Context: an optimization exercise on an open-source flow, tuned for small area and a short achievable clock period. The choices shown serve that exercise and are no tape-out recipe.
Only simulation tests tie the RTL to the original design; equivalence was not proved.
No activity file was given, so power comes from the tool's default toggle rates.

run 1:
// executor
module executor (
    input  logic        clk,
    input  logic        nreset,
    input  logic        enable,
    input  logic [31:0] decoder_inst,
    input  logic [31:0] rn_value,
    input  logic [31:0] rd_rm_value,    
    input  logic [31:0] pc,
    output logic        ready,
    output logic [3:0]  cpsr,
    output logic        condition_passes,
    output logic [31:0] executor_inst,
    output logic        update_pc,
    output logic [31:0] new_pc,
    output logic        update_rd,
    output logic [31:0] rd_value
);
Size in the first run: roughly 240 I/O pins.
Settings: LEC_CHECK=0, CAP_MARGIN=20, CORE_MARGIN=2, CORE_UTILIZATION=55, CTS_CLUSTER_DIAMETER=100, CTS_CLUSTER_SIZE=28, PLACE_DENSITY=0.65, SETUP_SLACK_MARGIN=5, SLEW_MARGIN=20, SYNTH_HIERARCHICAL=1, TNS_END_PERCENT=5; clock period 10.0 ns.
standard.sh (not shown) runs the stock make flow with config.mk's settings and CLKGATE_MAP_FILE= SYNTH_SCRIPT=/design/flow/synth_recipe.tcl, a recipe that flattens the netlist after the stock synthesis.
==> flow/flow/run.sh <==
#!/bin/bash
# The standard layout (standard.sh), with two changes:
# - port buffers are a real buffer cell, not the delay cell buffer_ports
#   picks by default;
# - after synthesis every combinational cell is set to its smallest drive
#   (downsize.py), and placement and timing repair size up what needs it.
set -euo pipefail
export BUFFER_PORTS_ARGS="-buffer_cell sky130_fd_sc_hd__buf_2"
bash standard.sh synth > synth.log 2>&1
R=orfs/results/sky130hd/executor/base
python3 flow/downsize.py "$FLOW_HOME/platforms/sky130hd/lib/sky130_fd_sc_hd__tt_025C_1v80.lib" \
    $R/1_2_yosys.v $R/1_2_yosys_small.v > downsize.log 2>&1
mv $R/1_2_yosys_small.v $R/1_2_yosys.v
rm -f $R/1_synth.odb $R/1_synth.sdc
bash standard.sh > standard.log 2>&1
==> flow/flow/downsize.py <==
#!/usr/bin/env python3
"""Set every combinational cell of a netlist to the smallest drive of its type.

Reads the liberty file for cell areas; cells whose names differ only in the
drive suffix (_0, _1, _2, ...) share function and pins. Sequential cells,
tie cells and anything without a smaller variant are left alone. The placer
and the timing repair size cells up again where slew, load or timing need it.
usage: downsize.py LIB NETLIST_IN NETLIST_OUT
"""
import re
import sys

lib, src, dst = sys.argv[1:4]
text = open(lib).read()
area = {}
for m in re.finditer(r'cell\s*\(\s*"?(sky130_fd_sc_hd__\w+)"?\s*\)\s*\{\s*(.*?)area\s*:\s*([\d.]+)', text, re.S):
    area[m.group(1)] = float(m.group(3))

keep = ('df', 'edf', 'sdf', 'dl', 'sedf', 'conb', 'tap', 'fill', 'decap', 'lpflow', 'probe',
        'clkbuf', 'clkinv', 'clkdly', 'dlygate', 'dlymetal', 'buf', 'inv', 'bufinv', 'bufbuf')
groups = {}
for cell in area:
    m = re.match(r'sky130_fd_sc_hd__(\w+?)_(\d+)$', cell)
    if not m:
        continue
    base = m.group(1)
    if base.startswith(keep):
        continue
    groups.setdefault(base, []).append(cell)

best = {}
for base, cells in groups.items():
    # smallest area; among equal areas the larger drive
    cells.sort(key=lambda c: (area[c], -int(c.rsplit('_', 1)[1])))
    for c in cells:
        best[c] = cells[0]

count = 0
out = []
for line in open(src):
    m = re.match(r'(\s*)(sky130_fd_sc_hd__\w+)(\s.*)', line)
    if m and m.group(2) in best and best[m.group(2)] != m.group(2):
        line = m.group(1) + best[m.group(2)] + m.group(3) + '\n'
        count += 1
    out.append(line)
open(dst, 'w').write(''.join(out))
print(f'downsized {count} cells')
Run 1 reached the final stage; the timing, design-rule and antenna checks on its layout passed.
Edits applied to the flow inputs when going from run 1 to run 2:
diff --git a/flow/flow/run.sh b/flow/flow/run.sh
--- a/flow/flow/run.sh
+++ b/flow/flow/run.sh
@@ -8 +8 @@
-export BUFFER_PORTS_ARGS="-buffer_cell sky130_fd_sc_hd__buf_2"
+export BUFFER_PORTS_ARGS="-buffer_cell sky130_fd_sc_hd__buf_4"
Results
- Run 2 ran to completion and came out clean on the timing, design-rule and antenna checks.
- Diff run 1 -> run 2 | signed area change from the synthesized netlist to the final layout | decrease of 0.58 points
- Between run 2 and run 1, the global-route wire length before repair is lower for run 2.
- Design area, run 2 vs run 1: down slightly
- Compared run 1 against run 2; total via count after detailed routing within noise.
- Re combinational share of power: run 2 is 0.5 points down on run 1.
- Sort run 2 and run 1 by instance count on the critical path, descending, and run 1 comes first.
- NOTE: critical-path maximum fanout in run 2 falls short of that of run 1
- Re global-route usage: run 2 is 0.86 points down on run 1.
- Run 2: share of the final layout cell area in sequential cells 0.22 points above run 1
- Core util | run 2 vs run 1 | run 2 lower
Input changes introduced in run 3 (baseline for comparison: run 2):
diff --git a/flow/config.mk b/flow/config.mk
--- a/flow/config.mk
+++ b/flow/config.mk
@@ -17 +17 @@
-export TNS_END_PERCENT = 5
+export TNS_END_PERCENT = 1
Looking at the reports, run 3 completed the entire flow and the layout it produced met the timing, design-rule and antenna checks. Total stage count of the critical path up 3 in run 3 wrt run 2. When run 3 is set beside run 2, its portion of the clock cycle consumed by the worst path in the final layout turns out to be 3.0 points larger. Of run 2 and run 3, the run reporting the higher logic gate share of total power was run 2. The slew at the pin closest to its max-slew limit in run 3 was lower than what run 2 gave. [run 3 vs run 2] worst max-slew margin expressed relative to the limit: higher in run 3. Run 2 was larger in final cell area than run 3. Delta (run 3 minus run 2): combined global-route utilization of all metal layers comparable; via count of the first global-routing pass decreased about 0.8%; worst setup slack now sits lower; total power dropped 0.33%. Run 3 vs. run 2: final critical-path required period went up by 0.30 ns.

## separate check: timing with driven ports
How much do the figures lean on ideal ports? The routed layouts below were timed once more, with nothing changed but the port constraints. Step 1, drivers: a clkbuf_16 drives clk and a buf_2 each remaining input, both assumed. Step 2, shift: input delay + t, output delay - t, t = (earliest + latest rising clock arrival at the registers) / 2. This alone moves slack from input paths to output paths. Slacks: ideal ports / drivers / drivers and shift; pairs: ideal ports / drivers.
| run | t, ns | setup WS [ns] | worst setup path at the end | worst data-port slew with drivers (ns) |
|---|---|---|---|---|
| run 1 | 0.885 | 4.488 / 4.472 / 3.640 | input to register | 0.21 |
| run 2 | 0.871 | 4.459 / 4.447 / 3.640 | input to register | 0.28 |
| run 3 | 0.874 | 4.163 / 4.208 / 3.334 | input to register | 0.20 |
After both steps setup and hold are still met in every run listed. The setup slack of run 1, which loses most, moves by -0.016 ns with the drivers and by -0.848 ns with both steps.
